Source: an optimization exercise on an open RTL-to-GDS flow (aim: small area, a short achievable clock period and few clock cycles per item). Production flows keep margins and buffers that such runs may drop.
Function was checked by simulation only, so behaviour that the tests miss may differ from the original.
Power and IR drop assume default switching activity.

File: flow/config.mk
export PLATFORM = sky130hd
export DESIGN_NAME = tablet_adaptive_delta_decoder_unit
export DESIGN_NICKNAME = tablet_adaptive_delta_decoder_unit
export VERILOG_FILES = /design/flow/design.v
export SDC_FILE = /design/flow/constraint.sdc
export NUM_CORES = 4
export LEC_CHECK = 0
export ABC_CLOCK_PERIOD_IN_PS = 4000
export CAP_MARGIN = 20
export CORE_MARGIN = 2
export CORE_UTILIZATION = 40
export CTS_BUF_LIST = sky130_fd_sc_hd__clkbuf_8
export CTS_CLUSTER_DIAMETER = 60
export CTS_CLUSTER_SIZE = 16
export SETUP_SLACK_MARGIN = 5
export SLEW_MARGIN = 20
File: flow/constraint.sdc
create_clock -name core_clock -period 10.0 [get_ports {clk}]
set_input_delay 2.0000 -clock core_clock [delete_from_list [all_inputs] [get_ports {clk}]]
set_output_delay 2.0000 -clock core_clock [all_outputs]
set_load 0.01 [all_outputs]
File: flow/design.v
package tadd_pkg;
    localparam int TOOLS_DEF     = 2;
    localparam int SHIFT_MAX_DEF = 15;
    localparam int CHANNELS      = 7;
    localparam logic [2:0] CH_LOC_X  = 3'd0;
    localparam logic [2:0] CH_LOC_Y  = 3'd1;
    localparam logic [2:0] CH_TILT_X = 3'd2;
    localparam logic [2:0] CH_TILT_Y = 3'd3;
    localparam logic [2:0] CH_PRESS  = 3'd4;
    localparam logic [2:0] CH_Z      = 3'd5;
    localparam logic [2:0] CH_ROT    = 3'd6;
    localparam logic [2:0] CH_UNUSED = 3'd7;
    localparam logic ACT_DELTA = 1'b0;
    localparam logic ACT_LOAD  = 1'b1;
    localparam logic REG_MAX_X = 1'b0;
    localparam logic REG_MAX_Y = 1'b1;
    localparam logic [6:0]  PRESS_BIG = 7'h40;
    localparam logic [15:0] PRESS_MAX = 16'h03ff;
    localparam logic [15:0] TILT_MAX  = 16'h007f;
    localparam logic [15:0] ROT_MAX   = 16'h0e0e;
    localparam logic [15:0] HOLD_VAL  = 16'h0009;
    localparam logic [3:0]  HOLD_CODE = 4'hf;
    typedef logic signed [2:0] shift_chg_t;
    typedef struct packed {
        logic        action;
        logic        tool;
        logic [2:0]  channel;
        logic [4:0]  raw_code;
        logic [15:0] load_value;
        logic [3:0]  load_shift;
    } item_t;
    typedef struct packed {
        logic [15:0] raw;
        logic [3:0]  shift;
        logic        hold;
    } entry_t;
    typedef struct packed {
        logic [15:0] value;
        logic [3:0]  step_out;
        logic        held;
    } result_t;
endpackage
import tadd_pkg::*;
module tadd_code (
    input  logic [2:0]  channel,
    input  logic [4:0]  code,
    output logic [3:0]  mag,
    output logic        big,
    output logic        neg,
    output logic        hcode,      
    output logic [2:0]  chg         
);
    logic is_loc, is_press, is_rot;
    assign is_loc   = (channel[2:1] == 2'b00);
    assign is_press = (channel[2:1] == 2'b10);
    assign is_rot   = (channel == CH_ROT);
    always_comb
    begin
        if (is_loc)
        begin
            mag = code[3:0];
            neg = code[4];
        end
        else if (is_rot)
        begin
            mag = {2'b00, code[1:0]};
            neg = code[2];
        end
        else
        begin
            mag = {1'b0, code[2:0]};
            neg = code[3];
        end
    end
    assign big   = is_press && (code[2:0] == 3'd7);
    assign hcode = (code[3:0] == HOLD_CODE);
    always_comb
    begin
        if (is_loc)
        begin
            if (mag == 4'd0)
                chg = 3'b110;
            else if (mag <= 4'd7)
                chg = 3'b111;
            else if (mag == 4'd15)
                chg = 3'b010;
            else
                chg = 3'b000;
        end
        else if (is_rot)
        begin
            case (mag[1:0])
                2'd0:    chg = 3'b111;
                2'd2:    chg = 3'b001;
                2'd3:    chg = 3'b010;
                default: chg = 3'b000;
            endcase
        end
        else if (big)
            chg = 3'b000;
        else
        begin
            case (mag[2:0])
                3'd0:    chg = 3'b101;
                3'd1:    chg = 3'b110;
                3'd2:    chg = 3'b111;
                3'd3:    chg = 3'b111;
                3'd6:    chg = 3'b001;
                3'd7:    chg = 3'b010;
                default: chg = 3'b000;
            endcase
        end
    end
endmodule
module tadd_add
#(
    parameter int W = 16
) (
    input  logic [W-1:0] a,
    input  logic [W-1:0] b,
    input  logic         cin,
    output logic [W-1:0] sum,
    output logic         cout
);
    localparam int L = $clog2(W);
    logic [W-1:0] p0, g [L+1], p [L+1];
    always_comb
    begin
        p0   = a ^ b;
        g[0] = a & b;
        p[0] = p0;
        g[0][0] = g[0][0] | (p0[0] & cin);
        p[0][0] = 1'b0;
        for (int l = 0; l < L; l++)
            for (int i = 0; i < W; i++)
            begin
                if ((i >> l) % 2 == 1)
                begin
                    g[l+1][i] = g[l][i] | (p[l][i] & g[l][((i >> l) << l) - 1]);
                    p[l+1][i] = p[l][i] & p[l][((i >> l) << l) - 1];
                end
                else
                begin
                    g[l+1][i] = g[l][i];
                    p[l+1][i] = p[l][i];
                end
            end
        sum  = p0 ^ {g[L][W-2:0], cin};
        cout = g[L][W-1];
    end
endmodule
module tadd_carry
#(
    parameter int W = 16
) (
    input  logic [W-1:0] a,
    input  logic [W-1:0] b,
    input  logic         cin,
    output logic         cout
);
    logic [W-1:0] sum_unused;
    tadd_add #(.W(W)) u_add (.a(a), .b(b), .cin(cin), .sum(sum_unused), .cout(cout));
endmodule
module tadd_update (
    input  logic        action,     
    input  logic [2:0]  channel,
    input  logic [15:0] opnd,       
    input  logic        neg,
    input  logic        ovf,        
    input  logic        hcode,      
    input  logic [3:0]  f,          
    input  logic [2:0]  chg,        
    input  logic [15:0] raw0,
    input  logic        hold0,
    input  logic [15:0] max_x,
    input  logic [15:0] max_y,
    output logic [15:0] raw_n,
    output logic [3:0]  shift_n,
    output logic        hold_n,
    output logic [15:0] value
);
    logic        is_loc, is_tilt, is_press, is_rot;
    logic [5:0]  sh_sum;
    logic [15:0] hi, nh;
    logic [15:0] r;
    logic        rc;
    logic [15:0] cs_s, cs_c;
    logic        tc;
    logic        gt, lo_c, hi_c, hold_d, pin;
    logic [15:0] clamped;
    logic [15:0] avg_nc, avg_hi;
    logic        avg_hi_c;
    logic [15:0] avg;
    assign is_loc   = (channel[2:1] == 2'b00);
    assign is_tilt  = (channel[2:1] == 2'b01);
    assign is_press = (channel[2:1] == 2'b10);
    assign is_rot   = (channel == CH_ROT);
    assign sh_sum = {2'b00, f} + {{3{chg[2]}}, chg};
    always_comb
    begin
        if (sh_sum[5])
            shift_n = 4'd0;
        else if (sh_sum[4])
            shift_n = 4'd15;
        else
            shift_n = sh_sum[3:0];
    end
    always_comb
    begin
        if (is_loc)
            hi = channel[0] ? max_y : max_x;
        else if (is_tilt)
            hi = TILT_MAX;
        else if (is_rot)
            hi = ROT_MAX;
        else
            hi = PRESS_MAX;
    end
    assign nh = ~hi;
    tadd_add #(.W(16)) u_r (.a(raw0), .b(opnd), .cin(neg), .sum(r), .cout(rc));
    assign cs_s = raw0 ^ opnd ^ nh;
    assign cs_c = (raw0 & opnd) | (raw0 & nh) | (opnd & nh);
    tadd_carry #(.W(16)) u_t (.a(cs_s), .b({cs_c[14:0], neg}), .cin(1'b0), .cout(tc));
    assign gt = tc ^ cs_c[15] ^ rc;
    assign lo_c = !is_rot && neg && (ovf || !rc);
    assign hi_c = gt || (!is_rot && !neg && (ovf || rc));
    assign hold_d = is_press ? (hold0 ? neg : hcode) : hold0;
    assign pin    = is_press && hold_d;
    always_comb
    begin
        if (pin)
            clamped = HOLD_VAL;
        else if (lo_c)
            clamped = 16'd0;
        else if (hi_c)
            clamped = hi;
        else
            clamped = r;
    end
    tadd_add #(.W(16)) u_avg_nc (.a(raw0), .b({neg, opnd[15:1]}), .cin(neg && opnd[0]),
                                 .sum(avg_nc), .cout());
    tadd_add #(.W(16)) u_avg_hi (.a(raw0), .b(hi), .cin(1'b0), .sum(avg_hi), .cout(avg_hi_c));
    always_comb
    begin
        if (lo_c)
            avg = {1'b0, raw0[15:1]};
        else if (hi_c)
            avg = {avg_hi_c, avg_hi[15:1]};
        else
            avg = avg_nc;
    end
    always_comb
    begin
        if (action == ACT_LOAD)
        begin
            raw_n  = opnd;
            hold_n = hold0;
            value  = opnd;
        end
        else
        begin
            raw_n  = clamped;
            hold_n = hold_d;
            value  = is_loc ? avg : clamped;
        end
    end
endmodule
import tadd_pkg::*;
module tablet_adaptive_delta_decoder_unit
#(
    parameter int TOOLS     = TOOLS_DEF,
    parameter int SHIFT_MAX = SHIFT_MAX_DEF
) (
    input  logic        clk,
    input  logic        rst_n,
    input  logic        din_valid,
    output logic        din_ready,
    input  logic        din_action,
    input  logic        din_tool,
    input  logic [2:0]  din_channel,
    input  logic [4:0]  din_raw_code,
    input  logic [15:0] din_load_value,
    input  logic [3:0]  din_load_shift,
    output logic        dout_valid,
    input  logic        dout_ready,
    output logic [15:0] dout_value,
    output logic [3:0]  dout_step_out,
    output logic        dout_held,
    input  logic        psel,
    input  logic        penable,
    input  logic        pwrite,
    input  logic [2:0]  paddr,
    input  logic [31:0] pwdata,
    output logic [31:0] prdata,
    output logic        pready
);
    logic [15:0] max_x_reg, max_y_reg;
    logic        cfg_wr;
    assign pready = 1'b1;
    assign cfg_wr = psel && penable && pwrite;
    assign prdata = {16'd0, (paddr[2] == REG_MAX_Y) ? max_y_reg : max_x_reg};
    always_ff @(posedge clk or negedge rst_n)
    begin
        if (!rst_n)
        begin
            max_x_reg <= 16'hffff;
            max_y_reg <= 16'hffff;
        end
        else if (cfg_wr)
        begin
            if (paddr[2] == REG_MAX_X)
                max_x_reg <= pwdata[15:0];
            else
                max_y_reg <= pwdata[15:0];
        end
    end
    logic s1_valid_reg, out_valid_reg;
    logic out_free, s1_adv;
    assign out_free  = !out_valid_reg || dout_ready;
    assign s1_adv    = s1_valid_reg && out_free;
    assign din_ready = !s1_valid_reg || out_free;
    always_ff @(posedge clk or negedge rst_n)
    begin
        if (!rst_n)
        begin
            s1_valid_reg  <= 1'b0;
            out_valid_reg <= 1'b0;
        end
        else
        begin
            if (din_ready)
                s1_valid_reg <= din_valid;
            if (out_free)
                out_valid_reg <= s1_valid_reg;
        end
    end
    localparam int DEPTH = 14;
    logic [15:0] raw_mem   [DEPTH];
    logic [3:0]  shift_mem [DEPTH];
    logic [DEPTH-1:0] hold_mem;
    logic [DEPTH-1:0] vld_reg;
    function automatic logic [DEPTH-1:0] entry_sel(input logic tool, input logic [2:0] ch);
        for (int e = 0; e < DEPTH; e++)
            entry_sel[e] = (tool == (e >= 7)) && (ch == 3'(e % 7));
    endfunction
    logic        s1_action_reg, s1_tool_reg;
    logic [2:0]  s1_channel_reg;
    logic [15:0] s1_opnd_reg;       
    logic        s1_neg_reg, s1_ovf_reg, s1_hcode_reg;
    logic [3:0]  s1_f_reg;          
    logic [2:0]  s1_chg_reg;        
    logic [DEPTH-1:0] s1_rsel_reg;  
    logic [DEPTH-1:0] in_sel, s1_sel, we;
    logic        in_unused, in_load, s1_same;
    logic [3:0]  in_sh0, shift_n;
    logic [3:0]  in_mag;
    logic        in_big, in_neg, in_hcode, in_ovf;
    logic [2:0]  in_chg;
    logic [6:0]  in_base;
    logic [21:0] in_delta;
    assign in_sel    = entry_sel(din_tool, din_channel);
    assign in_unused = (din_channel == CH_UNUSED);
    assign in_load   = (din_action == ACT_LOAD) || in_unused;
    assign s1_sel    = entry_sel(s1_tool_reg, s1_channel_reg);
    assign s1_same   = s1_valid_reg && |(s1_sel & in_sel);
    assign we        = s1_adv ? s1_sel : '0;
    always_comb
    begin
        in_sh0 = 4'd0;
        for (int e = 0; e < DEPTH; e++)
            if (in_sel[e] && vld_reg[e])
                in_sh0 = in_sh0 | shift_mem[e];
        if (s1_same)
            in_sh0 = shift_n;
    end
    tadd_code u_code (
        .channel (din_channel),
        .code    (din_raw_code),
        .mag     (in_mag),
        .big     (in_big),
        .neg     (in_neg),
        .hcode   (in_hcode),
        .chg     (in_chg)
    );
    assign in_base  = in_big ? PRESS_BIG : {3'b000, in_mag};
    assign in_delta = 22'(in_base) << in_sh0;
    assign in_ovf   = |in_delta[21:16] && (din_channel != CH_ROT);
    always_ff @(posedge clk)
    begin
        if (din_ready)
        begin
            s1_action_reg  <= in_load;
            s1_tool_reg    <= din_tool;
            s1_channel_reg <= din_channel;
            s1_rsel_reg    <= in_sel & (vld_reg | we);
            s1_neg_reg     <= in_neg;
            s1_ovf_reg     <= in_ovf;
            s1_hcode_reg   <= in_hcode;
            if (in_unused)
            begin
                s1_opnd_reg <= 16'd0;
                s1_f_reg    <= 4'd0;
                s1_chg_reg  <= 3'd0;
            end
            else if (din_action == ACT_LOAD)
            begin
                s1_opnd_reg <= din_load_value;
                s1_f_reg    <= din_load_shift;
                s1_chg_reg  <= 3'd0;
            end
            else
            begin
                s1_opnd_reg <= in_delta[15:0] ^ {16{in_neg}};
                s1_f_reg    <= in_sh0;
                s1_chg_reg  <= in_chg;
            end
        end
    end
    logic [15:0] raw0, raw_n, value;
    logic        hold0, hold_n;
    always_comb
    begin
        raw0  = 16'd0;
        hold0 = 1'b0;
        for (int e = 0; e < DEPTH; e++)
            if (s1_rsel_reg[e])
            begin
                raw0 = raw0 | raw_mem[e];
                if (e % 7 == 4 || e % 7 == 5)
                    hold0 = hold0 | hold_mem[e];
            end
    end
    tadd_update u_update (
        .action     (s1_action_reg),
        .channel    (s1_channel_reg),
        .opnd       (s1_opnd_reg),
        .neg        (s1_neg_reg),
        .ovf        (s1_ovf_reg),
        .hcode      (s1_hcode_reg),
        .f          (s1_f_reg),
        .chg        (s1_chg_reg),
        .raw0       (raw0),
        .hold0      (hold0),
        .max_x      (max_x_reg),
        .max_y      (max_y_reg),
        .raw_n      (raw_n),
        .shift_n    (shift_n),
        .hold_n     (hold_n),
        .value      (value)
    );
    always_ff @(posedge clk)
    begin
        for (int e = 0; e < DEPTH; e++)
            if (we[e])
            begin
                raw_mem[e]   <= raw_n;
                shift_mem[e] <= shift_n;
                if (e % 7 == 4 || e % 7 == 5)
                    hold_mem[e] <= hold_n;
            end
    end
    always_ff @(posedge clk or negedge rst_n)
    begin
        if (!rst_n)
            vld_reg <= '0;
        else
            vld_reg <= vld_reg | we;
    end
    tadd_pkg::result_t out_reg;
    always_ff @(posedge clk)
    begin
        if (s1_adv)
            out_reg <= {value, shift_n, hold_n};
    end
    assign dout_valid    = out_valid_reg;
    assign dout_value    = out_reg.value;
    assign dout_step_out = out_reg.step_out;
    assign dout_held     = out_reg.held;
endmodule
File: flow/flow/run.sh
#!/bin/bash
# The standard layout, with synthesis leaving adders to abc instead of
# mapping them to the half and full adder cells first, and the port
# buffers made of plain buf_2 cells.
export ADDER_MAP_FILE=
export BUFFER_PORTS_ARGS="-buffer_cell sky130_fd_sc_hd__buf_2"
bash standard.sh > standard.log 2>&1
File: flow/standard.sh
#!/bin/bash
# synth_recipe.tcl (not shown) runs the flow's synth.tcl, then flattens the netlist and writes it again
# the make line also repeats each setting of config.mk as NAME=value (left out here)
make -C /OpenROAD-flow-scripts/flow DESIGN_CONFIG=/design/flow/config.mk WORK_HOME=/design/flow/orfs CLKGATE_MAP_FILE= SYNTH_SCRIPT=/design/flow/synth_recipe.tcl "${@:-finish}"
==> results of run 1 <==
[final cells by class]
class                      count  area [um^2]
fill                        4573        27300
sequential                   398        11800
multi-input combinational   1127         8100
timing repair buffer         177         1190
tap                          672          841
clock buffer                  36          495
clock inverter                24          215
inverter                      32          120
[final timing paths]
check / startpoint / end / slack, ns / cells past startpoint
max: paddr[2] / prdata[6] / 5.08 / 3
min: vld_reg[9] / vld_reg[9] / 0.49 / 1
max reg2reg: s1_rsel_reg[1] / out_reg[10] / 5.09 / 17
min reg2reg: vld_reg[9] / vld_reg[9] / 0.49 / 1
max in group asynchronous: rst_n / vld_reg[4] / 8.04 / 2
min in group asynchronous: rst_n / vld_reg[10] / 1.50 / 2
[kinds of logic (layout without fill, tap and decap cells)]
logic type | Yosys count | after routing | share of synthesized area
simple gates | 475 | 476 | 0.115
flops | 398 | 398 | 0.583
compound gates | 386 | 386 | 0.138
buf+inv | 151 | 269 | 0.0339
xor+xnor | 103 | 103 | 0.0536
mux | 102 | 102 | 0.0546
fa+ha+maj | 43 | 43 | 0.0218
other cells | 2 | 17 | 0.000372
[through the flow]
| step | hold slack, ns | power (W) | cells | util |
|---|---|---|---|---|
| after detailed placement | 0.455 | 0.00343 | 2363 | 0.427 |
| final | 0.485 | 0.00449 | 2466 | 0.455 |
| after global routing | 0.498 | 0.00469 | 2466 | 0.455 |
| after floorplan | 0.438 | 0.00305 | 1675 | - |
| after CTS | 0.481 | 0.00445 | 2448 | 0.449 |
| after global placement | 0.454 | 0.00340 | 2363 | 0.427 |
[power groups by stage]
| stage | clock network (W) | logic [W] | registers (W) |
|---|---|---|---|
| global placement | 0 | 0.00122 | 0.00218 |
| finish | 0.000978 | 0.00138 | 0.00213 |
| floorplan | 0 | 0.000934 | 0.00212 |
| CTS | 0.00100 | 0.00132 | 0.00213 |
| global route | 0.00105 | 0.00149 | 0.00215 |
| detailed placement | 0 | 0.00124 | 0.00219 |
[metal layers]
| metal | GRT usage | routed length (um) |
|---|---|---|
| met1 | 0.299 | 25100 |
| met4 | 0.0643 | 1310 |
| met5 | 0 | 0 |
| met3 | 0.0276 | 4190 |
| met2 | 0.365 | 27700 |
[layout by cell type, fill, tap and decap left out, types with 12 or more instances in the layout]
cell type	count
sky130_fd_sc_hd__inv_1	39
sky130_fd_sc_hd__a211oi_1	14
sky130_fd_sc_hd__a22oi_1	115
sky130_fd_sc_hd__edfxtp_1	350
sky130_fd_sc_hd__maj3_1	37
sky130_fd_sc_hd__dfrtp_1	16
sky130_fd_sc_hd__mux2i_1	41
sky130_fd_sc_hd__nor3_2	13
sky130_fd_sc_hd__nor3_1	21
sky130_fd_sc_hd__nand2_1	127
sky130_fd_sc_hd__buf_2	91
sky130_fd_sc_hd__nand3_1	28
sky130_fd_sc_hd__conb_1	17
sky130_fd_sc_hd__dfstp_2	32
sky130_fd_sc_hd__clkbuf_8	36
sky130_fd_sc_hd__a21oi_1	59
sky130_fd_sc_hd__xor2_1	15
sky130_fd_sc_hd__and3_1	35
sky130_fd_sc_hd__xnor2_1	75
sky130_fd_sc_hd__o21ai_0	42
sky130_fd_sc_hd__o22ai_1	12
sky130_fd_sc_hd__buf_4	79
sky130_fd_sc_hd__nand4_1	13
sky130_fd_sc_hd__nor2_1	113
sky130_fd_sc_hd__or2_2	26
sky130_fd_sc_hd__mux2_2	60
sky130_fd_sc_hd__xnor3_1	13
[cell usage after synthesis (33+ instances only)]
cell type	n	area share
sky130_fd_sc_hd__edfxtp_1	350	0.52
sky130_fd_sc_hd__nand2_1	128	0.024
sky130_fd_sc_hd__nor2_1	126	0.023
sky130_fd_sc_hd__a22oi_1	115	0.043
sky130_fd_sc_hd__xnor2_1	75	0.033
sky130_fd_sc_hd__clkbuf_1	72	0.013
sky130_fd_sc_hd__a21oi_1	60	0.015
sky130_fd_sc_hd__mux2_2	60	0.033
sky130_fd_sc_hd__o21ai_0	44	0.011
sky130_fd_sc_hd__mux2i_1	41	0.020
sky130_fd_sc_hd__maj3_1	37	0.018
sky130_fd_sc_hd__and3_1	36	0.011
sky130_fd_sc_hd__nor3_1	33	0.0082
[repair_timing]
| action | CTS | global route |
|---|---|---|
| pin swaps | 2 | 7 |
| buffers inserted | 24 | 15 |
| resized for setup | 26 | 32 |
| cloned | 1 | 2 |
| endpoints found under the setup margin | 255 | 182 |
[worst register-to-register path: stages (launching register included)]
cell and delay (ns):
sky130_fd_sc_hd__edfxtp_1 0.48, sky130_fd_sc_hd__buf_4 0.24, sky130_fd_sc_hd__buf_4 0.17, sky130_fd_sc_hd__a22oi_1 0.19
sky130_fd_sc_hd__nand2_1 0.09, sky130_fd_sc_hd__nor3_2 0.75, sky130_fd_sc_hd__xnor3_1 0.31, sky130_fd_sc_hd__nor2_1 0.07
sky130_fd_sc_hd__a2111o_1 0.29, sky130_fd_sc_hd__a211oi_1 0.23, sky130_fd_sc_hd__nor3_2 0.12, sky130_fd_sc_hd__o32ai_1 0.47
sky130_fd_sc_hd__nor3_4 0.13, sky130_fd_sc_hd__buf_4 0.17, sky130_fd_sc_hd__clkbuf_16 0.18, sky130_fd_sc_hd__o311ai_1 0.31
sky130_fd_sc_hd__buf_4 0.25, sky130_fd_sc_hd__a2bb2oi_2 0.26
==> impl_metrics.xml, run 1 <==
<?xml version="1.0" encoding="UTF-8"?>
<metrics>
  <group name="final_layout">
    <metric name="design_area" unit="um^2">22700</metric>
    <metric name="syn2layout_area_growth" unit="%">12.6</metric>
    <metric name="flip_flop_count_of_the_largest_register_after_layout" unit="">224</metric>
    <metric name="fin_nets" unit="">1844</metric>
    <metric name="antenna_cells_inserted" unit="">0</metric>
    <metric name="layout_cell_share_with_drive_strength_beyond_1" unit="">0.237</metric>
  </group>
  <group name="placed_design">
    <metric name="globalplace.congestion" unit="">0.901</metric>
    <metric name="place_hpwl" unit="mm">38.0</metric>
    <metric name="port-buffer-count" unit="">92</metric>
    <metric name="placement.setup.worst_slack" unit="ns">3.70</metric>
    <metric name="dpl-instance-area" unit="um^2">21400</metric>
  </group>
  <group name="critical_path">
    <metric name="crit_family" unit="">buffers and inverters</metric>
    <metric name="cp_data_required_time" unit="ns">8.00</metric>
    <metric name="cp_cell_sequence" unit="">buf_2 &gt; mux2_2 &gt; buf_2</metric>
    <metric name="critical_path.slowest_cell" unit="">sky130_fd_sc_hd__mux2_2</metric>
    <metric name="setup.worst_path.start_class" unit="">input port</metric>
    <metric name="timing.critical_path.to_type" unit="">output pin</metric>
    <metric name="critical-path-top-cell-by-count" unit="">sky130_fd_sc_hd__buf_2</metric>
    <metric name="critical_path_class" unit="">in -&gt; out</metric>
    <metric name="timing.critical_path.arrival" unit="ns">2.92</metric>
    <metric name="cp_slowest_stage_delay" unit="ns">0.41</metric>
    <metric name="critical_path.max_fanout" unit="">18</metric>
    <metric name="cp_num_buf_inv" unit="">2</metric>
  </group>
  <group name="min_path">
    <metric name="min_path_type" unit="">reg -&gt; reg</metric>
  </group>
  <group name="cts">
    <metric name="cts_tree" unit="">yes</metric>
    <metric name="worstSkewPairLatency" unit="ns">0.64</metric>
    <metric name="cts-root-buf" unit="">sky130_fd_sc_hd__clkbuf_8</metric>
    <metric name="clock_path_buffers" unit="">3</metric>
    <metric name="postCtsHoldBufs" unit="">0</metric>
    <metric name="h_tree_levels" unit="">2</metric>
    <metric name="clkSlewWorstSetupHoldPaths" unit="ns">0.09</metric>
    <metric name="clkSinkCount" unit="">398</metric>
    <metric name="tritoncts.num_buffers" unit="">36</metric>
  </group>
  <group name="synth">
    <metric name="register_bit_count_reported_by_yosys" unit="">398</metric>
    <metric name="synth_ff_type" unit="">sky130_fd_sc_hd__edfxtp_1</metric>
    <metric name="post_synth_instance_area" unit="um^2">20200</metric>
    <metric name="ys_warns" unit="">8</metric>
    <metric name="async_flop_share" unit="">0.121</metric>
    <metric name="synth-edff-count" unit="">350</metric>
    <metric name="syn_avg_cell_area" unit="um^2">12.2</metric>
    <metric name="synth.distinct_cells" unit="">87</metric>
    <metric name="synthCells" unit="">1660</metric>
    <metric name="synth_sequential_area_ratio" unit="">0.583</metric>
  </group>
  <group name="sta">
    <metric name="maxClockFrequency" unit="MHz">203</metric>
    <metric name="grt_setup_unrepaired" unit="">true</metric>
    <metric name="fin_setup_tns" unit="ns">0</metric>
    <metric name="worstMarginPinSlew" unit="ns">1.02</metric>
    <metric name="postLayoutSetupSlackWorst" unit="ns">5.08</metric>
    <metric name="slew_violations" unit="">0</metric>
    <metric name="setup_viol" unit="">0</metric>
    <metric name="final.min_clock_period" unit="ns">4.92</metric>
    <metric name="slew_headroom" unit="">0.318</metric>
    <metric name="clock-skew-final" unit="ns">0.0327</metric>
    <metric name="min_period_over_period" unit="">0.492</metric>
    <metric name="finalHoldViolCount" unit="">0</metric>
  </group>
  <group name="power_and_ir_drop">
    <metric name="irDropWorstVdd" unit="mV">0.118</metric>
    <metric name="p_switching" unit="W">0.00150</metric>
    <metric name="total_leakage_power" unit="nW">8.07</metric>
    <metric name="power_report.internal_total" unit="W">0.00299</metric>
    <metric name="sw_frac_of_total" unit="">0.335</metric>
    <metric name="p_comb_frac" unit="">0.307</metric>
    <metric name="seqPwrFrac" unit="">0.475</metric>
    <metric name="share_clk_of_total_power" unit="">0.218</metric>
    <metric name="cellPowerDensity" unit="nW/um^2">198</metric>
  </group>
  <group name="floorplan">
    <metric name="placement_rows" unit="">82</metric>
    <metric name="die_w" unit="um">229</metric>
    <metric name="die_area" unit="um^2">52200</metric>
    <metric name="initial_utilization" unit="">0.404</metric>
    <metric name="floorplan.die.height" unit="um">229</metric>
    <metric name="design.portCount" unit="">128</metric>
    <metric name="core_area" unit="um^2">50000</metric>
  </group>
  <group name="global_route">
    <metric name="global_route_wire_length_before_repair" unit="mm">86.3</metric>
    <metric name="grt-ovfl-total" unit="">0</metric>
    <metric name="grt_antenna_before_repair" unit="">2</metric>
    <metric name="globalRouteTotalUtil" unit="">0.219</metric>
    <metric name="grt_max_degree" unit="">49</metric>
    <metric name="vias_in_the_first_global_route" unit="">14000</metric>
  </group>
  <group name="route">
    <metric name="firstDrtPassIters" unit="">7</metric>
    <metric name="ant_nets" unit="">0</metric>
    <metric name="via_per_inst" unit="">5.80</metric>
    <metric name="routed_wl" unit="mm">58.3</metric>
    <metric name="via_count" unit="">14300</metric>
    <metric name="route.detailed.drc" unit="">0</metric>
    <metric name="first_iter_violations" unit="">1303</metric>
    <metric name="routed_wire_length_per_instance" unit="um">23.7</metric>
  </group>
  <group name="run_status">
    <metric name="status" unit="">timing/DRC/antenna clean</metric>
  </group>
  <group name="flow_run">
    <metric name="cap_violations" unit="">0</metric>
  </group>
</metrics>
Testbench counts, summed over its fixed seeds: cycles 24,016, items 24,000.
==> inputs of run 2 (changes only) <==
==> flow/flow/run.sh (replaced) <==
#!/bin/bash
# The standard layout, with synthesis leaving adders to abc instead of
# mapping them to the half and full adder cells first, the port buffers
# made of plain buf_2 cells, and timing repair aimed at a setup slack of
# 5.7 ns (the clock period and constraints are unchanged).
export ADDER_MAP_FILE=
export BUFFER_PORTS_ARGS="-buffer_cell sky130_fd_sc_hd__buf_2"
export SETUP_SLACK_MARGIN=5.7
bash standard.sh > standard.log 2>&1
--- a/flow/config.mk
+++ b/flow/config.mk
@@ -6,11 +6,12 @@
 export NUM_CORES = 4
 export LEC_CHECK = 0
+export ABC_AREA = 1
 export ABC_CLOCK_PERIOD_IN_PS = 4000
 export CAP_MARGIN = 20
 export CORE_MARGIN = 2
-export CORE_UTILIZATION = 40
+export CORE_UTILIZATION = 55
 export CTS_BUF_LIST = sky130_fd_sc_hd__clkbuf_8
 export CTS_CLUSTER_DIAMETER = 60
 export CTS_CLUSTER_SIZE = 16
-export SETUP_SLACK_MARGIN = 5
+export PLACE_DENSITY = 0.7
 export SLEW_MARGIN = 20
==> impl_metrics.xml, run 2 <==
<?xml version="1.0" encoding="UTF-8"?>
<metrics>
  <group name="run_status">
    <metric name="status" unit="">timing/DRC/antenna clean</metric>
  </group>
  <group name="critical_path">
    <metric name="critical_path_class" unit="">in -&gt; out</metric>
    <metric name="regToRegSetupSlack" unit="ns">5.97</metric>
    <metric name="reg2reg_from" unit="">s1_rsel_reg[11]</metric>
    <metric name="cp_data_required_time" unit="ns">8.00</metric>
    <metric name="critPathLaunch" unit="">paddr[2]</metric>
    <metric name="critical_path.slowest_cell" unit="">sky130_fd_sc_hd__buf_12</metric>
    <metric name="worstRegToRegCells" unit="">21</metric>
    <metric name="critical_path.max_fanout" unit="">8</metric>
    <metric name="critical_path.endpoint" unit="">prdata[2]</metric>
    <metric name="critical-path-top-cell-by-count" unit="">sky130_fd_sc_hd__buf_12</metric>
    <metric name="cp_slowest_stage_delay" unit="ns">0.15</metric>
    <metric name="timing.critical_path.to_type" unit="">output pin</metric>
    <metric name="cp_cell_sequence" unit="">buf_12 &gt; buf_12 &gt; inv_8 &gt; nand2_2 &gt; o21ai_1 &gt; buf_2</metric>
    <metric name="cp.depth" unit="">6</metric>
    <metric name="crit_family" unit="">buffers and inverters</metric>
    <metric name="cp_num_buf_inv" unit="">4</metric>
    <metric name="timing.critical_path.arrival" unit="ns">2.58</metric>
    <metric name="setup.worst_path.start_class" unit="">input port</metric>
    <metric name="regToRegEndpoint" unit="">raw_mem[13][3]</metric>
  </group>
  <group name="power_and_ir_drop">
    <metric name="p_comb_frac" unit="">0.303</metric>
    <metric name="power_report.internal_total" unit="W">0.00282</metric>
    <metric name="seqPwrFrac" unit="">0.478</metric>
    <metric name="total_leakage_power" unit="nW">10.4</metric>
    <metric name="p_switching" unit="W">0.00158</metric>
    <metric name="sw_frac_of_total" unit="">0.359</metric>
    <metric name="cellPowerDensity" unit="nW/um^2">185</metric>
    <metric name="irDropWorstVdd" unit="mV">0.127</metric>
    <metric name="share_clk_of_total_power" unit="">0.219</metric>
  </group>
  <group name="sta">
    <metric name="slew_violations" unit="">0</metric>
    <metric name="clock-skew-final" unit="ns">0.0495</metric>
    <metric name="finalHoldViolCount" unit="">0</metric>
    <metric name="fin_setup_tns" unit="ns">0</metric>
    <metric name="postLayoutSetupSlackWorst" unit="ns">5.42</metric>
    <metric name="final.min_clock_period" unit="ns">4.58</metric>
    <metric name="min_period_over_period" unit="">0.458</metric>
    <metric name="grt_setup_unrepaired" unit="">true</metric>
    <metric name="worst_hold_slack" unit="ns">0.484</metric>
    <metric name="setup_viol" unit="">0</metric>
    <metric name="worstMarginPinSlew" unit="ns">1.08</metric>
    <metric name="slew_headroom" unit="">0.275</metric>
    <metric name="maxClockFrequency" unit="MHz">218</metric>
  </group>
  <group name="cts">
    <metric name="tritoncts.num_buffers" unit="">35</metric>
    <metric name="clkSinkCount" unit="">398</metric>
    <metric name="postCtsHoldBufs" unit="">0</metric>
    <metric name="h_tree_levels" unit="">2</metric>
    <metric name="cts_tree" unit="">yes</metric>
    <metric name="cts-root-buf" unit="">sky130_fd_sc_hd__clkbuf_8</metric>
    <metric name="clkSlewWorstSetupHoldPaths" unit="ns">0.09</metric>
    <metric name="clock_path_buffers" unit="">3</metric>
    <metric name="worstSkewPairLatency" unit="ns">0.65</metric>
  </group>
  <group name="final_layout">
    <metric name="layout_cell_share_with_drive_strength_beyond_1" unit="">0.174</metric>
    <metric name="antenna_cells_inserted" unit="">0</metric>
    <metric name="fin_nets" unit="">2624</metric>
    <metric name="flip_flop_count_of_the_largest_register_after_layout" unit="">224</metric>
    <metric name="layout_common_cells" unit="">807 x sky130_fd_sc_hd__nand2_1, 350 x sky130_fd_sc_hd__edfxtp_1, 264 x sky130_fd_sc_hd__inv_1, 187 x sky130_fd_sc_hd__nand3_1, 142 x sky130_fd_sc_hd__nor2_1</metric>
    <metric name="syn2layout_area_growth" unit="%">13.6</metric>
    <metric name="n_fill_cell" unit="">3145</metric>
    <metric name="final_common_cell" unit="">sky130_fd_sc_hd__nand2_1</metric>
  </group>
  <group name="global_route">
    <metric name="grt_max_degree" unit="">49</metric>
    <metric name="grt-ovfl-total" unit="">0</metric>
    <metric name="globalRouteTotalUtil" unit="">0.305</metric>
    <metric name="vias_in_the_first_global_route" unit="">15600</metric>
    <metric name="grt_antenna_before_repair" unit="">0</metric>
    <metric name="global_route_wire_length_before_repair" unit="mm">89.8</metric>
  </group>
  <group name="route">
    <metric name="firstDrtPassIters" unit="">6</metric>
    <metric name="via_count" unit="">17200</metric>
    <metric name="routed_wl" unit="mm">60.7</metric>
    <metric name="ant_nets" unit="">0</metric>
    <metric name="routed_wire_length_per_instance" unit="um">19.7</metric>
    <metric name="first_iter_violations" unit="">1783</metric>
    <metric name="via_per_inst" unit="">5.59</metric>
    <metric name="route.detailed.drc" unit="">0</metric>
  </group>
  <group name="synth">
    <metric name="synth-edff-count" unit="">350</metric>
    <metric name="register_bit_count_reported_by_yosys" unit="">398</metric>
    <metric name="synth_top_cells_by_count" unit="">850 x sky130_fd_sc_hd__nand2_1, 350 x sky130_fd_sc_hd__edfxtp_1, 269 x sky130_fd_sc_hd__inv_1</metric>
    <metric name="synth_sequential_area_ratio" unit="">0.561</metric>
    <metric name="synthDominantAreaCellType" unit="">sky130_fd_sc_hd__edfxtp_1</metric>
    <metric name="post_synth_main_area_contributors" unit="">sky130_fd_sc_hd__edfxtp_1 50%, sky130_fd_sc_hd__nand2_1 15%, sky130_fd_sc_hd__inv_1 4.8%</metric>
    <metric name="post_synth_instance_area" unit="um^2">20900</metric>
    <metric name="synthCells" unit="">2409</metric>
    <metric name="async_flop_share" unit="">0.121</metric>
    <metric name="synth.distinct_cells" unit="">57</metric>
    <metric name="ys_warns" unit="">8</metric>
    <metric name="syn_avg_cell_area" unit="um^2">8.69</metric>
    <metric name="yosysMostFrequentCell" unit="">sky130_fd_sc_hd__nand2_1</metric>
    <metric name="synth_ff_type" unit="">sky130_fd_sc_hd__edfxtp_1</metric>
    <metric name="portion_of_synthesized_cell_area_occupied_by_the_leading_cell_type" unit="">0.502</metric>
  </group>
  <group name="floorplan">
    <metric name="die_w" unit="um">199</metric>
    <metric name="design.portCount" unit="">128</metric>
    <metric name="placement_rows" unit="">71</metric>
    <metric name="die_area" unit="um^2">39700</metric>
    <metric name="floorplan.die.height" unit="um">199</metric>
    <metric name="core_area" unit="um^2">37600</metric>
    <metric name="initial_utilization" unit="">0.557</metric>
  </group>
  <group name="placed_design">
    <metric name="placement.setup.worst_slack" unit="ns">4.41</metric>
    <metric name="globalplace.congestion" unit="">0.944</metric>
    <metric name="place_hpwl" unit="mm">39.8</metric>
    <metric name="port-buffer-count" unit="">92</metric>
  </group>
  <group name="min_path">
    <metric name="min_path_type" unit="">reg -&gt; reg</metric>
  </group>
  <group name="flow_run">
    <metric name="cap_violations" unit="">0</metric>
  </group>
</metrics>
[run 2: area by class of cell]
| type | instances | area (um^2) | area share |
|---|---|---|---|
| clock buffer | 37 | 509 | 0.0214 |
| timing repair buffer | 174 | 1350 | 0.0567 |
| timing repair inverter | 1 | 7.51 | 0.000316 |
| sequential | 398 | 11800 | 0.494 |
| tap | 511 | 639 | 0.0269 |
| inverter | 289 | 1140 | 0.0481 |
| multi-input combinational | 1653 | 8210 | 0.345 |
| clock inverter | 20 | 173 | 0.00726 |
[run 2: repair_timing]
action / in CTS / in global routing
resized for setup: 55 / 93
pin swaps: 10 / 19
endpoints found under the setup margin: 274 / 272
cloned: 5 / 2
setup buffers: 47 / 16
[run 2: metal layers]
layer | vias to the layer above | global-route usage | routed length (um)
li1 | 8244 | - | -
met1 | 8153 | 0.423 | 25500
met2 | 715 | 0.503 | 28300
met3 | 130 | 0.0520 | 5160
met4 | 0 | 0.0771 | 1720
met5 | - | 0 | 0
[run 2: stage by stage]
step | utilization | std cells | total power [W] | area, um^2
3_3_place_gp | 0.583 | 2956 | 0.00331 | 21900
6_report | 0.633 | 3083 | 0.00441 | 23800
5_1_grt | 0.633 | 3083 | 0.00463 | 23800
2_1_floorplan | - | 2424 | 0.00299 | 21300
4_1_cts | 0.621 | 3065 | 0.00434 | 23300
3_5_place_dp | 0.583 | 2956 | 0.00333 | 21900
[run 2: worst min-delay path by stage]
stage | startpoint | end | slack (ns) | depth (start not counted)
after global placement | vld_reg[6] | vld_reg[6] | 0.45 | 2
after CTS | vld_reg[8] | vld_reg[8] | 0.48 | 2
final | vld_reg[11] | vld_reg[11] | 0.48 | 2
after global routing | vld_reg[10] | vld_reg[10] | 0.51 | 2
after detailed placement | vld_reg[8] | vld_reg[8] | 0.46 | 2
after floorplan | vld_reg[5] | vld_reg[5] | 0.43 | 2
[run 2: kinds of logic after synthesis]
group,Yosys count,share of synthesized area
buf+inv,376,0.0801
simple gates,1333,0.269
other cells,2,0.000359
xor+xnor,37,0.0155
compound gates,263,0.0739
flops,398,0.561
[run 2: power by group through the flow]
stage | clock network [W] | registers (W) | logic (W)
after floorplan | 0 | 0.00211 | 0.000885
after detailed placement | 0 | 0.00217 | 0.00116
after global placement | 0 | 0.00217 | 0.00114
after CTS | 0.000983 | 0.00210 | 0.00125
final | 0.000965 | 0.00210 | 0.00134
after global routing | 0.00104 | 0.00211 | 0.00148
[run 2: worst reg2reg max path, stage by stage (launching register included)]
cell	delay (ns)
sky130_fd_sc_hd__edfxtp_1	0.48
sky130_fd_sc_hd__buf_4	0.26
sky130_fd_sc_hd__nand2_1	0.10
sky130_fd_sc_hd__nand2_1	0.06
sky130_fd_sc_hd__a21oi_1	0.25
sky130_fd_sc_hd__nand3_1	0.26
sky130_fd_sc_hd__nand2_1	0.20
sky130_fd_sc_hd__nand2_1	0.11
sky130_fd_sc_hd__inv_1	0.08
sky130_fd_sc_hd__nand3_1	0.13
sky130_fd_sc_hd__nand2_1	0.12
sky130_fd_sc_hd__nand2_1	0.08
sky130_fd_sc_hd__nand3_2	0.13
sky130_fd_sc_hd__nand3_1	0.12
sky130_fd_sc_hd__nand3_1	0.11
sky130_fd_sc_hd__nand3_2	0.30
sky130_fd_sc_hd__nand2_8	0.29
sky130_fd_sc_hd__nand2_1	0.07
sky130_fd_sc_hd__nand3_1	0.10
sky130_fd_sc_hd__nand2_1	0.07
sky130_fd_sc_hd__nand2_1	0.06
sky130_fd_sc_hd__nand2_1	0.27
==> inputs of run 3 (changes only) <==
==> flow/flow/run.sh (replaced) <==
#!/bin/bash
# The standard layout, with synthesis leaving adders to abc instead of
# mapping them to the half and full adder cells first, the port buffers
# made of plain buf_2 cells, and timing repair aimed at a setup slack of
# 5.5 ns (the clock period and constraints are unchanged).
export ADDER_MAP_FILE=
export BUFFER_PORTS_ARGS="-buffer_cell sky130_fd_sc_hd__buf_2"
export SETUP_SLACK_MARGIN=5.5
bash standard.sh > standard.log 2>&1
--- a/flow/config.mk
+++ b/flow/config.mk
@@ -10,8 +10,8 @@
 export CAP_MARGIN = 20
 export CORE_MARGIN = 2
-export CORE_UTILIZATION = 55
+export CORE_UTILIZATION = 40
 export CTS_BUF_LIST = sky130_fd_sc_hd__clkbuf_8
 export CTS_CLUSTER_DIAMETER = 60
 export CTS_CLUSTER_SIZE = 16
-export PLACE_DENSITY = 0.7
 export SLEW_MARGIN = 20
+export TNS_END_PERCENT = 10
==> impl_metrics.xml, run 3 <==
<?xml version="1.0" encoding="UTF-8"?>
<metrics>
  <group name="run_status">
    <metric name="status" unit="">timing/DRC/antenna clean</metric>
  </group>
  <group name="global_route">
    <metric name="grt-ovfl-total" unit="">0</metric>
    <metric name="grt_max_degree" unit="">49</metric>
    <metric name="global_route_wire_length_before_repair" unit="mm">92.2</metric>
    <metric name="grt_antenna_before_repair" unit="">0</metric>
    <metric name="vias_in_the_first_global_route" unit="">15900</metric>
    <metric name="globalRouteTotalUtil" unit="">0.226</metric>
  </group>
  <group name="synth">
    <metric name="synth_ff_type" unit="">sky130_fd_sc_hd__edfxtp_1</metric>
    <metric name="synth.distinct_cells" unit="">57</metric>
    <metric name="synth_simple_gate_area_frac" unit="">0.269</metric>
    <metric name="synth_compound_area_frac" unit="">0.0739</metric>
    <metric name="synthDominantAreaCellType" unit="">sky130_fd_sc_hd__edfxtp_1</metric>
    <metric name="portion_of_synthesized_cell_area_occupied_by_the_leading_cell_type" unit="">0.502</metric>
    <metric name="synthCells" unit="">2409</metric>
    <metric name="synth-edff-count" unit="">350</metric>
    <metric name="async_flop_share" unit="">0.121</metric>
    <metric name="post_synth_main_area_contributors" unit="">sky130_fd_sc_hd__edfxtp_1 50%, sky130_fd_sc_hd__nand2_1 15%, sky130_fd_sc_hd__inv_1 4.8%</metric>
    <metric name="yosysMostFrequentCell" unit="">sky130_fd_sc_hd__nand2_1</metric>
    <metric name="synth_adder_area_share" unit="">0</metric>
    <metric name="synth_top_family_by_area" unit="">simple AND/OR/NAND/NOR gates</metric>
    <metric name="synth_sequential_area_ratio" unit="">0.561</metric>
    <metric name="ys_warns" unit="">8</metric>
    <metric name="register_bit_count_reported_by_yosys" unit="">398</metric>
    <metric name="fraction_of_synthesized_area_in_multiplexers" unit="">0</metric>
    <metric name="synth_xor_area_frac" unit="">0.0155</metric>
    <metric name="post_synth_instance_area" unit="um^2">20900</metric>
    <metric name="synth_top_cells_by_count" unit="">850 x sky130_fd_sc_hd__nand2_1, 350 x sky130_fd_sc_hd__edfxtp_1, 269 x sky130_fd_sc_hd__inv_1</metric>
    <metric name="syn_avg_cell_area" unit="um^2">8.69</metric>
  </group>
  <group name="final_layout">
    <metric name="register_area" unit="um^2">11800</metric>
    <metric name="antenna_cells_inserted" unit="">0</metric>
    <metric name="design_area" unit="um^2">23400</metric>
    <metric name="fin_nets" unit="">2615</metric>
    <metric name="flip_flop_count_of_the_largest_register_after_layout" unit="">224</metric>
    <metric name="layout_common_cells" unit="">845 x sky130_fd_sc_hd__nand2_1, 350 x sky130_fd_sc_hd__edfxtp_1, 269 x sky130_fd_sc_hd__inv_1, 190 x sky130_fd_sc_hd__nand3_1, 145 x sky130_fd_sc_hd__nor2_1</metric>
    <metric name="multiInputGateArea" unit="um^2">7810</metric>
    <metric name="final_common_cell" unit="">sky130_fd_sc_hd__nand2_1</metric>
    <metric name="layout_cell_share_with_drive_strength_beyond_1" unit="">0.145</metric>
    <metric name="syn2layout_area_growth" unit="%">11.5</metric>
    <metric name="n_fill_cell" unit="">4986</metric>
  </group>
  <group name="min_path">
    <metric name="min_path_type" unit="">reg -&gt; reg</metric>
  </group>
  <group name="route">
    <metric name="firstDrtPassIters" unit="">5</metric>
    <metric name="first_iter_violations" unit="">1745</metric>
    <metric name="routed_wl" unit="mm">61.7</metric>
    <metric name="via_per_inst" unit="">5.25</metric>
    <metric name="ant_nets" unit="">0</metric>
    <metric name="via_count" unit="">17000</metric>
    <metric name="route.detailed.drc" unit="">0</metric>
    <metric name="routed_wire_length_per_instance" unit="um">19.0</metric>
  </group>
  <group name="cts">
    <metric name="postCtsHoldBufs" unit="">0</metric>
    <metric name="clkSinkCount" unit="">398</metric>
    <metric name="tritoncts.num_buffers" unit="">37</metric>
    <metric name="cts-root-buf" unit="">sky130_fd_sc_hd__clkbuf_8</metric>
    <metric name="cts_tree" unit="">yes</metric>
    <metric name="clock_path_buffers" unit="">3</metric>
    <metric name="h_tree_levels" unit="">2</metric>
    <metric name="clkSlewWorstSetupHoldPaths" unit="ns">0.09</metric>
    <metric name="worstSkewPairLatency" unit="ns">0.64</metric>
  </group>
  <group name="sta">
    <metric name="finalHoldViolCount" unit="">0</metric>
    <metric name="postLayoutSetupSlackWorst" unit="ns">5.43</metric>
    <metric name="final.min_clock_period" unit="ns">4.58</metric>
    <metric name="grt_setup_unrepaired" unit="">true</metric>
    <metric name="slew_headroom" unit="">0.294</metric>
    <metric name="maxClockFrequency" unit="MHz">219</metric>
    <metric name="min_period_over_period" unit="">0.458</metric>
    <metric name="setup_viol" unit="">0</metric>
    <metric name="clock-skew-final" unit="ns">0.0512</metric>
    <metric name="slew_violations" unit="">0</metric>
    <metric name="fin_setup_tns" unit="ns">0</metric>
    <metric name="worst_hold_slack" unit="ns">0.482</metric>
    <metric name="worstMarginPinSlew" unit="ns">1.05</metric>
  </group>
  <group name="floorplan">
    <metric name="die_area" unit="um^2">54200</metric>
    <metric name="core_area" unit="um^2">51500</metric>
    <metric name="design.portCount" unit="">128</metric>
    <metric name="floorplan.die.height" unit="um">233</metric>
    <metric name="initial_utilization" unit="">0.407</metric>
    <metric name="die_w" unit="um">233</metric>
    <metric name="placement_rows" unit="">83</metric>
  </group>
  <group name="critical_path">
    <metric name="critical_path.slowest_cell" unit="">sky130_fd_sc_hd__o21ai_0</metric>
    <metric name="cp_cell_sequence" unit="">buf_12 &gt; o21ai_0 &gt; buf_2</metric>
    <metric name="critical_path.max_fanout" unit="">30</metric>
    <metric name="setup.worst_path.start_class" unit="">input port</metric>
    <metric name="timing.critical_path.arrival" unit="ns">2.58</metric>
    <metric name="cp_data_required_time" unit="ns">8.00</metric>
    <metric name="timing.critical_path.to_type" unit="">output pin</metric>
    <metric name="cp_slowest_stage_delay" unit="ns">0.24</metric>
    <metric name="critical_path_class" unit="">in -&gt; out</metric>
  </group>
  <group name="placed_design">
    <metric name="placement.setup.worst_slack" unit="ns">4.31</metric>
    <metric name="globalplace.congestion" unit="">0.922</metric>
    <metric name="port-buffer-count" unit="">92</metric>
    <metric name="dpl-instance-area" unit="um^2">22000</metric>
    <metric name="place_hpwl" unit="mm">41.6</metric>
  </group>
  <group name="power_and_ir_drop">
    <metric name="irDropWorstVdd" unit="mV">0.106</metric>
    <metric name="total_leakage_power" unit="nW">10.2</metric>
    <metric name="total_power" unit="W">0.00433</metric>
    <metric name="cellPowerDensity" unit="nW/um^2">185</metric>
  </group>
  <group name="flow_run">
    <metric name="cap_violations" unit="">0</metric>
  </group>
</metrics>
-- run 3: kinds of logic (layout without fill, tap and decap cells) --
group,count (synthesis),after routing
simple gates,1333,1335
xor+xnor,37,37
buf+inv,376,516
flops,398,398
other cells,2,17
compound gates,263,263
-- run 3: repair_timing --
action,CTS,global route
buffers inserted,24,23
resized for setup,16,50
pin swaps,1,6
endpoints found under the setup margin,269,261
cloned,2,2
-- run 3: stage by stage --
stage	utilization	instances
global route	0.453	3246
detailed placement	0.426	3133
global placement	0.426	3133
floorplan	-	2424
CTS	0.446	3221
finish	0.453	3246
-- run 3: final cells by class --
cell class | count | area share
flip-flops and latches | 398 | 0.503
multi-input cells | 1652 | 0.334
repair buffers | 164 | 0.0479
inverters | 289 | 0.0475
well taps | 680 | 0.0364
clock buffers | 38 | 0.0224
clock inverters | 24 | 0.00782
repair inverters | 1 | 0.000321
-- run 3: critical path: cells and delay by family --
kind | cells | cell delay [ns]
AOI/OAI and AO/OA | 1 | 0.24
buffers and inverters | 2 | 0.33
-- run 3: path summary, 6_finish.rpt --
check | from | end | slack, ns | cells past startpoint
hold reg to reg | vld_reg[13] | vld_reg[13] | 0.48 | 2
setup reg to reg | s1_rsel_reg[4] | raw_mem[4][12] | 5.57 | 23
min in group asynchronous | rst_n | vld_reg[5] | 1.46 | 2
hold / removal | vld_reg[13] | vld_reg[13] | 0.48 | 2
max in group asynchronous | rst_n | vld_reg[8] | 8.05 | 2
setup / recovery | paddr[2] | prdata[0] | 5.43 | 3
-- run 3: power breakdown --
group          internal, W  switching, W
clock             0.000376      0.000588
combinational     0.000376      0.000891
sequential         0.00202     0.0000750
-- run 3: layer usage --
layer | track usage | part of all wire | up-vias | wire length [um]
li1 | - | - | 8222 | -
met1 | 0.317 | 0.44 | 8088 | 27300
met2 | 0.364 | 0.46 | 635 | 28200
met3 | 0.0287 | 0.072 | 86 | 4430
met4 | 0.0703 | 0.027 | 0 | 1680
met5 | 0 | 0 | - | 0
==> inputs of run 4 (changes only) <==
--- a/flow/config.mk
+++ b/flow/config.mk
@@ -6,5 +6,4 @@
 export NUM_CORES = 4
 export LEC_CHECK = 0
-export ABC_AREA = 1
 export ABC_CLOCK_PERIOD_IN_PS = 4000
 export CAP_MARGIN = 20
@@ -15,3 +14,2 @@
 export CTS_CLUSTER_SIZE = 16
 export SLEW_MARGIN = 20
-export TNS_END_PERCENT = 10
==> impl_metrics.xml, run 4 <==
<?xml version="1.0" encoding="UTF-8"?>
<metrics>
  <group name="final_layout">
    <metric name="antenna_cells_inserted" unit="">0</metric>
    <metric name="flip_flop_count_of_the_largest_register_after_layout" unit="">224</metric>
    <metric name="final_util" unit="">0.497</metric>
    <metric name="final_cells" unit="">2574</metric>
    <metric name="syn2layout_area_growth" unit="%">23.1</metric>
    <metric name="final_common_cell" unit="">sky130_fd_sc_hd__edfxtp_1</metric>
    <metric name="fin_nets" unit="">1953</metric>
    <metric name="layout_common_cells" unit="">350 x sky130_fd_sc_hd__edfxtp_1, 150 x sky130_fd_sc_hd__buf_4, 117 x sky130_fd_sc_hd__nand2_1, 106 x sky130_fd_sc_hd__nor2_1, 106 x sky130_fd_sc_hd__a22oi_1</metric>
    <metric name="layout_cell_share_with_drive_strength_beyond_1" unit="">0.332</metric>
  </group>
  <group name="synth">
    <metric name="synthCells" unit="">1660</metric>
    <metric name="yosysMostFrequentCell" unit="">sky130_fd_sc_hd__edfxtp_1</metric>
    <metric name="synth_ff_type" unit="">sky130_fd_sc_hd__edfxtp_1</metric>
    <metric name="synthDominantAreaCellType" unit="">sky130_fd_sc_hd__edfxtp_1</metric>
    <metric name="post_synth_main_area_contributors" unit="">sky130_fd_sc_hd__edfxtp_1 52%, sky130_fd_sc_hd__a22oi_1 4.3%, sky130_fd_sc_hd__dfstp_2 4.2%</metric>
    <metric name="async_flop_share" unit="">0.121</metric>
    <metric name="synth_top_cells_by_count" unit="">350 x sky130_fd_sc_hd__edfxtp_1, 128 x sky130_fd_sc_hd__nand2_1, 126 x sky130_fd_sc_hd__nor2_1</metric>
    <metric name="ys_warns" unit="">8</metric>
    <metric name="register_bit_count_reported_by_yosys" unit="">398</metric>
    <metric name="post_synth_instance_area" unit="um^2">20200</metric>
    <metric name="synth-edff-count" unit="">350</metric>
    <metric name="portion_of_synthesized_cell_area_occupied_by_the_leading_cell_type" unit="">0.521</metric>
    <metric name="synth.distinct_cells" unit="">87</metric>
    <metric name="synth_sequential_area_ratio" unit="">0.583</metric>
    <metric name="syn_avg_cell_area" unit="um^2">12.2</metric>
  </group>
  <group name="global_route">
    <metric name="grt-ovfl-total" unit="">0</metric>
    <metric name="grt_max_degree" unit="">49</metric>
    <metric name="global_route_wire_length_before_repair" unit="mm">88.7</metric>
    <metric name="globalRouteTotalUtil" unit="">0.225</metric>
    <metric name="grt_antenna_before_repair" unit="">4</metric>
    <metric name="vias_in_the_first_global_route" unit="">14300</metric>
  </group>
  <group name="sta">
    <metric name="maxClockFrequency" unit="MHz">216</metric>
    <metric name="clock-skew-final" unit="ns">0.0442</metric>
    <metric name="min_period_over_period" unit="">0.463</metric>
    <metric name="fin_setup_tns" unit="ns">0</metric>
    <metric name="final.min_clock_period" unit="ns">4.63</metric>
    <metric name="worstMarginPinSlew" unit="ns">1.12</metric>
    <metric name="worst_hold_slack" unit="ns">0.482</metric>
    <metric name="slew_violations" unit="">0</metric>
    <metric name="slew_headroom" unit="">0.250</metric>
    <metric name="grt_setup_unrepaired" unit="">true</metric>
    <metric name="finalHoldViolCount" unit="">0</metric>
    <metric name="setup_viol" unit="">0</metric>
  </group>
  <group name="floorplan">
    <metric name="initial_utilization" unit="">0.404</metric>
    <metric name="core_area" unit="um^2">50000</metric>
    <metric name="floorplan.die.height" unit="um">229</metric>
    <metric name="design.portCount" unit="">128</metric>
    <metric name="die_w" unit="um">229</metric>
    <metric name="placement_rows" unit="">82</metric>
    <metric name="die_area" unit="um^2">52200</metric>
  </group>
  <group name="critical_path">
    <metric name="cp_data_required_time" unit="ns">10.31</metric>
    <metric name="reg2reg_from" unit="">s1_rsel_reg[13]</metric>
    <metric name="regToRegEndpoint" unit="">raw_mem[1][14]</metric>
    <metric name="regToRegSetupSlack" unit="ns">5.37</metric>
    <metric name="critical_path_class" unit="">reg -&gt; reg</metric>
    <metric name="critical_path.max_fanout" unit="">7</metric>
    <metric name="setup.worst_path.start_class" unit="">register</metric>
    <metric name="cp_cell_sequence" unit="">buf_6 &gt; buf_4 &gt; a22oi_2 &gt; nand2_1 &gt; or3_4 &gt; maj3_2 &gt; maj3_2 &gt; maj3_2 &gt; a31oi_4 &gt; maj3_4 &gt; o21ai_2 &gt; maj3_2 &gt; maj3_2 &gt; mux2_4 &gt; a311o_2</metric>
    <metric name="worstRegToRegCells" unit="">15</metric>
    <metric name="critPathLaunch" unit="">s1_rsel_reg[13]</metric>
    <metric name="timing.critical_path.to_type" unit="">register</metric>
    <metric name="timing.critical_path.arrival" unit="ns">4.93</metric>
    <metric name="cp_slowest_stage_delay" unit="ns">0.48</metric>
    <metric name="critical_path.slowest_cell" unit="">sky130_fd_sc_hd__a311o_2</metric>
    <metric name="critical-path-top-cell-by-count" unit="">sky130_fd_sc_hd__maj3_2</metric>
  </group>
  <group name="route">
    <metric name="routed_wl" unit="mm">62.3</metric>
    <metric name="route.detailed.drc" unit="">0</metric>
    <metric name="first_iter_violations" unit="">1492</metric>
    <metric name="ant_nets" unit="">0</metric>
    <metric name="routed_wire_length_per_instance" unit="um">24.2</metric>
    <metric name="via_per_inst" unit="">5.89</metric>
    <metric name="firstDrtPassIters" unit="">8</metric>
    <metric name="via_count" unit="">15200</metric>
  </group>
  <group name="placed_design">
    <metric name="placed_cells_incl_taps" unit="">2360</metric>
    <metric name="port-buffer-count" unit="">92</metric>
    <metric name="place_hpwl" unit="mm">37.8</metric>
    <metric name="globalplace.congestion" unit="">0.893</metric>
  </group>
  <group name="flow_run">
    <metric name="cap_violations" unit="">0</metric>
  </group>
  <group name="min_path">
    <metric name="min_delay_endpoint" unit="">vld_reg[4]</metric>
    <metric name="hold_path.startpoint" unit="">vld_reg[4]</metric>
    <metric name="whs_path_depth" unit="">1</metric>
    <metric name="min_path_type" unit="">reg -&gt; reg</metric>
  </group>
  <group name="cts">
    <metric name="worstSkewPairLatency" unit="ns">0.62</metric>
    <metric name="clock_path_buffers" unit="">3</metric>
    <metric name="cts-root-buf" unit="">sky130_fd_sc_hd__clkbuf_8</metric>
    <metric name="postCtsHoldBufs" unit="">0</metric>
    <metric name="cts_tree" unit="">yes</metric>
    <metric name="clkSlewWorstSetupHoldPaths" unit="ns">0.10</metric>
    <metric name="tritoncts.num_buffers" unit="">34</metric>
    <metric name="h_tree_levels" unit="">2</metric>
    <metric name="clkSinkCount" unit="">398</metric>
  </group>
  <group name="power_and_ir_drop">
    <metric name="irDropWorstVdd" unit="mV">0.134</metric>
    <metric name="total_leakage_power" unit="nW">9.04</metric>
    <metric name="cellPowerDensity" unit="nW/um^2">194</metric>
  </group>
  <group name="run_status">
    <metric name="status" unit="">timing/DRC/antenna clean</metric>
  </group>
</metrics>
-- run 4: worst max path at each step --
stage | to | cells past startpoint
2_1_floorplan | s1_opnd_reg[8] | 14
3_3_place_gp | out_reg[12] | 12
3_5_place_dp | out_reg[12] | 12
4_1_cts | din_ready | 4
5_1_grt | raw_mem[1][14] | 15
6_report | raw_mem[1][14] | 15
-- run 4: critical path: cells and delay by family (launching register included) --
| kind | cells | cell delay [ns] |
|---|---|---|
| simple gates | 2 | 0.48 |
| buf+inv | 2 | 0.33 |
| compound gates | 4 | 0.90 |
| mux | 1 | 0.35 |
| fa+ha+maj | 6 | 1.83 |
| flops | 1 | 0.42 |
-- run 4: routing by layer --
metal / up-vias / global-route usage / part of all wire / wire length [um]
met4: 0 / 0.0764 / 0.036 / 2230
met5: - / 0 / 0 / 0
met3: 127 / 0.0298 / 0.073 / 4550
met2: 709 / 0.377 / 0.48 / 29800
li1: 6772 / - / - / -
met1: 7549 / 0.302 / 0.41 / 25700
-- run 4: area by class of cell --
cell class | instances | area, um^2
fill | 4387 | 25100
inverter | 32 | 120
multi-input combinational | 1133 | 9020
tap | 672 | 841
sequential | 398 | 11800
clock inverter | 23 | 199
timing repair buffer | 282 | 2430
clock buffer | 34 | 468
-- run 4: kinds of logic (layout without fill, tap and decap cells) --
| group | Yosys count | in the layout | share of synthesized area |
|---|---|---|---|
| AND/OR/NAND/NOR | 475 | 479 | 0.115 |
| flip-flops | 398 | 398 | 0.583 |
| AO/OA/AOI/OAI | 386 | 389 | 0.138 |
| buffers and inverters | 151 | 371 | 0.0339 |
| XOR/XNOR | 103 | 103 | 0.0536 |
| multiplexers | 102 | 102 | 0.0546 |
| adder cells (fa/ha/maj) | 43 | 43 | 0.0218 |
| other | 2 | 17 | 0.000372 |
-- run 4: repair_timing --
item,in CTS,in global routing
setup endpoints to repair,274,271
gates cloned,8,8
pin swaps,20,67
setup buffers,71,69
gates resized for setup,93,187
-- run 4: through the flow --
stage	total power, W	worst slack, ns	instance area, um^2
after global placement	0.00342	3.79	21500
after floorplan	0.00307	5.29	20400
final	0.00482	5.37	24800
after CTS	0.00454	5.38	23200
after detailed placement	0.00344	3.70	21500
after global routing	0.00502	5.30	24800
-- run 4: report_power, final --
part / switching [W] / leakage, nW / internal (W) / total [W]
clock network: 0.000560 / 0.372 / 0.000386 / 0.000946
logic: 0.000957 / 4.89 / 0.000784 / 0.00174
registers: 0.0000957 / 3.78 / 0.00204 / 0.00213
total: 0.00161 / 9.04 / 0.00321 / 0.00482
==> inputs of run 5 (changes only) <==
--- a/flow/config.mk
+++ b/flow/config.mk
@@ -6,4 +6,5 @@
 export NUM_CORES = 4
 export LEC_CHECK = 0
+export ABC_AREA = 1
 export ABC_CLOCK_PERIOD_IN_PS = 4000
 export CAP_MARGIN = 20
@@ -13,3 +14,5 @@
 export CTS_CLUSTER_DIAMETER = 60
 export CTS_CLUSTER_SIZE = 16
+export PLACE_DENSITY = 0.75
 export SLEW_MARGIN = 20
+export TNS_END_PERCENT = 10
==> impl_metrics.xml, run 5 <==
<?xml version="1.0" encoding="UTF-8"?>
<metrics>
  <group name="route">
    <metric name="route.detailed.drc" unit="">0</metric>
    <metric name="via_count" unit="">17100</metric>
    <metric name="first_iter_violations" unit="">1783</metric>
    <metric name="ant_nets" unit="">0</metric>
    <metric name="via_per_inst" unit="">5.26</metric>
    <metric name="firstDrtPassIters" unit="">6</metric>
  </group>
  <group name="synth">
    <metric name="ys_warns" unit="">8</metric>
    <metric name="synthCells" unit="">2409</metric>
    <metric name="portion_of_synthesized_cell_area_occupied_by_the_leading_cell_type" unit="">0.502</metric>
    <metric name="synthDominantAreaCellType" unit="">sky130_fd_sc_hd__edfxtp_1</metric>
    <metric name="post_synth_main_area_contributors" unit="">sky130_fd_sc_hd__edfxtp_1 50%, sky130_fd_sc_hd__nand2_1 15%, sky130_fd_sc_hd__inv_1 4.8%</metric>
    <metric name="synth.distinct_cells" unit="">57</metric>
  </group>
  <group name="critical_path">
    <metric name="worstRegToRegCells" unit="">18</metric>
    <metric name="setup.worst_path.start_class" unit="">input port</metric>
    <metric name="crit_family" unit="">buffers and inverters</metric>
    <metric name="critical_path_class" unit="">in -&gt; out</metric>
    <metric name="cp_data_required_time" unit="ns">8.00</metric>
    <metric name="timing.critical_path.to_type" unit="">output pin</metric>
    <metric name="regToRegEndpoint" unit="">raw_mem[5][5]</metric>
    <metric name="cp_num_buf_inv" unit="">2</metric>
    <metric name="timing.critical_path.arrival" unit="ns">2.55</metric>
    <metric name="critical_path.max_fanout" unit="">30</metric>
  </group>
  <group name="global_route">
    <metric name="grt_max_degree" unit="">49</metric>
    <metric name="groute.layer.met1.usage" unit="">0.293</metric>
    <metric name="grt_antenna_before_repair" unit="">0</metric>
    <metric name="gr-max-usage-layer" unit="">met2</metric>
    <metric name="grt-ovfl-total" unit="">0</metric>
    <metric name="vias_in_the_first_global_route" unit="">15400</metric>
    <metric name="global_route_wire_length_before_repair" unit="mm">88.2</metric>
  </group>
  <group name="sta">
    <metric name="slew_headroom" unit="">0.347</metric>
  </group>
  <group name="final_layout">
    <metric name="fin_nets" unit="">2616</metric>
    <metric name="final_common_cell" unit="">sky130_fd_sc_hd__nand2_1</metric>
    <metric name="layout_cell_share_with_drive_strength_beyond_1" unit="">0.140</metric>
    <metric name="layout_common_cells" unit="">845 x sky130_fd_sc_hd__nand2_1, 350 x sky130_fd_sc_hd__edfxtp_1, 271 x sky130_fd_sc_hd__inv_1, 192 x sky130_fd_sc_hd__nand3_1, 145 x sky130_fd_sc_hd__nor2_1</metric>
    <metric name="register_area" unit="um^2">11800</metric>
    <metric name="antenna_cells_inserted" unit="">0</metric>
    <metric name="multiInputGateArea" unit="um^2">7730</metric>
  </group>
  <group name="floorplan">
    <metric name="die_area" unit="um^2">54200</metric>
    <metric name="core_area" unit="um^2">51500</metric>
    <metric name="floorplan.die.height" unit="um">233</metric>
  </group>
  <group name="run_status">
    <metric name="status" unit="">timing/DRC/antenna clean</metric>
  </group>
  <group name="min_path">
    <metric name="whs_path_depth" unit="">2</metric>
    <metric name="hold_path.startpoint" unit="">vld_reg[13]</metric>
  </group>
  <group name="placed_design">
    <metric name="placement.setup.worst_slack" unit="ns">4.38</metric>
    <metric name="place_hpwl" unit="mm">39.0</metric>
  </group>
  <group name="power_and_ir_drop">
    <metric name="total_power" unit="W">0.00432</metric>
  </group>
  <group name="cts">
    <metric name="tritoncts.num_buffers" unit="">36</metric>
    <metric name="clock_path_buffers" unit="">3</metric>
    <metric name="cts_tree" unit="">yes</metric>
  </group>
</metrics>
run 5: cell types whose count changed after synthesis, moves of 35 or more:
cell / previous run / this run
sky130_fd_sc_hd__nand2_1: 128 / 850
sky130_fd_sc_hd__inv_1: 31 / 269
sky130_fd_sc_hd__nand3_1: 28 / 195
sky130_fd_sc_hd__a22oi_1: 115 / 5
sky130_fd_sc_hd__o21ai_0: 44 / 113
sky130_fd_sc_hd__xnor2_1: 75 / 10
sky130_fd_sc_hd__mux2_2: 60 / 0
sky130_fd_sc_hd__clkbuf_1: 72 / 24
sky130_fd_sc_hd__mux2i_1: 41 / 0
sky130_fd_sc_hd__maj3_1: 37 / 0
sky130_fd_sc_hd__nor2_1: 126 / 161
run 5: tightest hold or removal path: cells and delay by family, from the launching register on:
kind,cells,cell delay (ns)
buffers and inverters,1,0.04
AND/OR/NAND/NOR,1,0.06
flip-flops,1,0.35
run 5: through the flow:
stage          hold slack [ns]  instance area [um^2]  utilization  instances
6_report                 0.477                 23300        0.452       3245
3_3_place_gp             0.445                 22000        0.426       3131
4_1_cts                  0.480                 23000        0.446       3221
5_1_grt                  0.501                 23300        0.452       3245
2_1_floorplan            0.435                 21000            -       2424
3_5_place_dp             0.454                 22000        0.426       3131
run 5: routing by layer:
metal	routed length (um)	up-vias
met5	0	-
met4	1490	0
met3	5610	101
met2	27200	763
met1	24300	7978
li1	-	8223
run 5: report_power, final:
part           switching, W  internal [W]  total [W]
Combinational      0.000869      0.000372    0.00124
Sequential        0.0000749       0.00202    0.00210
Clock              0.000586      0.000401   0.000987
run 5: cells by family (layout without fill, tap and decap cells):
| logic type | Yosys count | count (layout) | synth area share |
|---|---|---|---|
| buffers and inverters | 376 | 516 | 0.0801 |
| flip-flops | 398 | 398 | 0.561 |
| AO/OA/AOI/OAI | 263 | 263 | 0.0739 |
| XOR/XNOR | 37 | 37 | 0.0155 |
| AND/OR/NAND/NOR | 1333 | 1334 | 0.269 |
| other | 2 | 17 | 0.000359 |
run 5: repair_timing:
action | CTS | global route
hold endpoints to repair | 0 | 0
gates resized for setup | 15 | 30
cloned | 1 | 0
pin swaps | 1 | 3
buffers inserted | 30 | 24
setup endpoints to repair | 268 | 269
run 5: worst max-delay path by stage:
stage,start,end,slack [ns]
6_report,paddr[2],prdata[1],5.45
5_1_grt,din_channel[0],s1_opnd_reg[5],5.39
4_1_cts,paddr[2],prdata[4],5.44
3_5_place_dp,din_channel[0],s1_opnd_reg[4],4.38
3_3_place_gp,din_channel[0],s1_opnd_reg[4],4.39
2_1_floorplan,dout_ready,din_ready,5.28
run 5: layout make-up:
class,instances,share of cell area
Sequential cell,398,0.505
Clock buffer,38,0.0225
Clock inverter,21,0.00806
Inverter,289,0.0475
Multi-Input combinational cell,1651,0.332
Timing Repair Buffer,168,0.0488
Tap cell,680,0.0365

Check on run 5: ideal ports give 5.453 ns setup slack; a clkbuf_16 on the clock port and buf_2 on the inputs give 5.407 ns; moving port delays by the midpoint clock arrival (0.638 ns) as well gives 4.982 ns.
